From an optimization exercise on the open Yosys and OpenROAD flow, aimed at small area, a short achievable clock period and few clock cycles; shortcuts taken in it are not production practice. The RTL was checked by simulation tests, not by an equivalence proof against the original design.

==> flow/design.v (excerpt) <==
module jpeg_huffman_decoder_core (
  input  logic          clk,
  input  logic          rst_n,
  input  logic          in_valid,
  output logic          in_stall,
  input  logic [10:0]   in_data,
  output logic          out_valid,
  input  logic          out_stall,
  output logic [24:0]   out_data
);
  logic       h_valid;
  logic [10:0] h_cmd;
  logic       h_pop;
  jhd_front u_front (
    .clk      (clk),
    .rst_n    (rst_n),
    .in_valid (in_valid),
    .in_stall (in_stall),
    .in_data  (in_data),
    .h_valid  (h_valid),
    .h_cmd    (h_cmd),
    .h_pop    (h_pop)
  );
  jhd_back u_back (
    .clk       (clk),
    .rst_n     (rst_n),
    .h_valid   (h_valid),
    .h_cmd     (h_cmd),
    .h_pop     (h_pop),
    .out_valid (out_valid),
    .out_stall (out_stall),
    .out_data  (out_data)
  );
endmodule
Size: roughly 5300 cells after synthesis, ~0.069 sq mm of cells after synthesis.
make LEC_CHECK=0 CAP_MARGIN=30 CORE_MARGIN=2 CORE_UTILIZATION=55 CTS_CLUSTER_DIAMETER=70 CTS_CLUSTER_SIZE=24 PLACE_DENSITY=0.7 SETUP_SLACK_MARGIN=4.1 SLEW_MARGIN=40 finish   # period 7.0 ns
run.sh (not shown) runs the stock make flow with config.mk's settings and CLKGATE_MAP_FILE= SYNTH_SCRIPT=/design/flow/synth_recipe.tcl, a recipe that flattens the netlist after the stock synthesis.
Testbench counts at the start, summed over its fixed seeds: cycles 47,721.
==> next run, changes <==
--- a/flow/design.v
+++ b/flow/design.v
@@ -82,77 +82,74 @@
       ge[i] = ~(g[3*i+2] | l[3*i+2]) & ~(g[3*i+1] | l[3*i+1]) & ~(g[3*i] | l[3*i]);
     end
     gt9 = gg[2] | (ge[2] & gg[1]) | (ge[2] & ge[1] & gg[0]);
   endfunction
   logic        lcnt_r, lsym_r, ready_r;    
   logic [7:0]  idx_r;                      
   logic [9:0]  room_r;                     
   logic [8:0]  tl_r;                       
   logic        tlbig_r;                    
   logic        over_r;
   logic [4:0]  rot_r;                      
   logic [3:0]  crot_r;                     
-  logic [3:0]  nx_r;                       
+  logic [15:0] nx_r;                       
   logic [8:0]  x_r;                        
   logic [8:0]  offs_r;                     
   logic [3:0]  len_r;
   logic [7:0]  ccur_r;                     
   logic [7:0]  c0_r;                       
   logic          wc_r;
   logic [NR-1:0] ws_r;
   logic [7:0]    wdata_r;
   logic          av_r, bv_r, ov_r;
   logic [2:0]    ast_r, bst_r, ost_r;
   logic [8:0]    aval_r, bval_r;
   logic          asym_r, bsym_r;
   logic [7:0]    as0_r;                    
   logic          ab_r;                     
   logic [RL-1:0] bj_r;                     
   logic [NR-1:0] bring_r;                  
   logic [7:0]    osym_r;
   logic [4:0]    olen_r;
   logic [8:0]    obytes_r;
   logic [NR-1:0][7:0] cand;
   logic [7:0]         sym;
   logic [16*8-1:0]    crg;
   logic [7:0]         cnx;
-  logic [15:0]        nx_oh;
   always_comb begin
-    nx_oh = '0;
-    nx_oh[nx_r] = 1'b1;
     sym = '0;
     for (int r = 0; r < NR; r++) sym = sym | (cand[r] & {8{bring_r[r]}});
   end
   for (genvar r = 0; r < NR; r++) begin : g_ring
     logic [RL*8-1:0] rg;
     always_ff @(posedge clk) begin
       rg <= {rg[RL*8-9:0], ws_r[r] ? wdata_r : rg[RL*8-1 -: 8]};
     end
     for (genvar b = 0; b < 8; b++) begin : g_bit
       logic [RL-1:0] col;
       for (genvar j = 0; j < RL; j++) begin : g_e
         assign col[j] = rg[j*8+b];
       end
       assign cand[r][b] = |(col & bj_r);
     end
   end
   always_ff @(posedge clk) begin
     crg <= {crg[16*8-9:0], wc_r ? wdata_r : crg[16*8-1 -: 8]};
   end
   for (genvar b = 0; b < 8; b++) begin : g_cbit
     logic [15:0] col;
     for (genvar j = 0; j < 16; j++) begin : g_e
       assign col[j] = crg[j*8+b];
     end
-    assign cnx[b] = |(col & nx_oh);
+    assign cnx[b] = |(col & nx_r);
   end
   logic        k_clear, k_byte, k_bit;
   logic [7:0]  d;
   logic        b;
   logic        advance;
   logic        go;
   logic        fire;
   logic        is_cnt, is_sym;
   logic [8:0]  rem;
   logic [8:0]  tl_sub;
   logic        over_now;
   logic        big_now;
@@ -298,41 +295,48 @@
       end
       if (dec_reset) begin
         x_r    <= 9'd0;
         offs_r <= 9'd0;
         len_r  <= 4'd0;
       end else if (dec_inc) begin
         x_r    <= {x_r[8] | xd[8], xd[7:0]};
         offs_r <= offs_r + {1'b0, ccur_r};
         len_r  <= len_r + 4'd1;
       end
     end
   end
+  logic [3:0]  nx_rst;
+  logic [15:0] nx_rst_oh;
+  always_comb begin
+    nx_rst = crot_r - 4'd2;
+    nx_rst_oh = '0;
+    nx_rst_oh[nx_rst] = 1'b1;
+  end
   always_ff @(posedge clk) begin
     wdata_r <= d;
     crot_r  <= crot_r + 4'd1;
     rot_r   <= rot_r + 5'd1;
     if (fire && is_sym && idx_r == 8'd0) rot_r <= 5'd1;
     if (cnt0) begin
       crot_r <= 4'd1;
-      nx_r   <= 4'd14;
+      nx_r   <= 16'h4000;
       c0_r   <= d;
       ccur_r <= d;
     end else if (dec_reset) begin
-      nx_r   <= crot_r - 4'd2;
+      nx_r   <= nx_rst_oh;
       ccur_r <= c0_r;
     end else if (dec_inc) begin
       ccur_r <= cnx;
     end else begin
-      nx_r   <= nx_r + 4'd1;
+      nx_r   <= {nx_r[14:0], nx_r[15]};
     end
   end
   logic [4:0]    q;
   logic [7:0]    s1;
   logic [RL-1:0] q_oh, j_oh;
   logic [NR-1:0] r0_oh, r1_oh;
   always_comb begin
     q            = rot_r - 5'd1 - as0_r[4:0];
     q_oh         = '0;
     q_oh[q]      = 1'b1;
     j_oh         = ab_r ? {q_oh[0], q_oh[RL-1:1]} : q_oh;
     s1           = as0_r + 8'd1;
=> Maximum frequency fell by 2.0%. Area after synthesis decreases by 0.61%. Worst setup slack is worse by 0.059 ns. Die area goes down by 0.60%. Wire length fell by 2.9%. Non-clock buffer count goes down by 4. Utilization barely changes.
Testbench counts after the change, summed over its fixed seeds: cycles 47,721.

port drivers added, routing unchanged:
No port has a modelled driver above. Below, the same layouts with a new extraction and two added sets of constraints. Step 1: set_driving_cell puts a clkbuf_16 on clk and a buf_2 on each other input, an assumption about the parent block. Step 2 also shifts input and output timing later by t, the mid clock arrival at the registers, as if the neighbouring blocks saw the same clock. a / b / c = ideal ports / drivers / drivers and shift; a / b = the first two.
| run | shift t [ns] | setup WS [ns] | hold slack, ns | worst slew at a driven data input, ns |
|---|---|---|---|---|
| the first run | 0.844 | 4.119 / 4.078 / 3.393 | 0.318 / 0.318 / 0.318 | 0.06 |
| the second run | 0.820 | 4.060 / 4.040 / 3.409 | 0.328 / 0.328 / 0.328 | 0.08 |
After both steps every run listed still meets setup and hold. For the first run, which loses most, drivers alone change the setup slack by -0.041 ns; drivers and shift together by -0.726 ns.
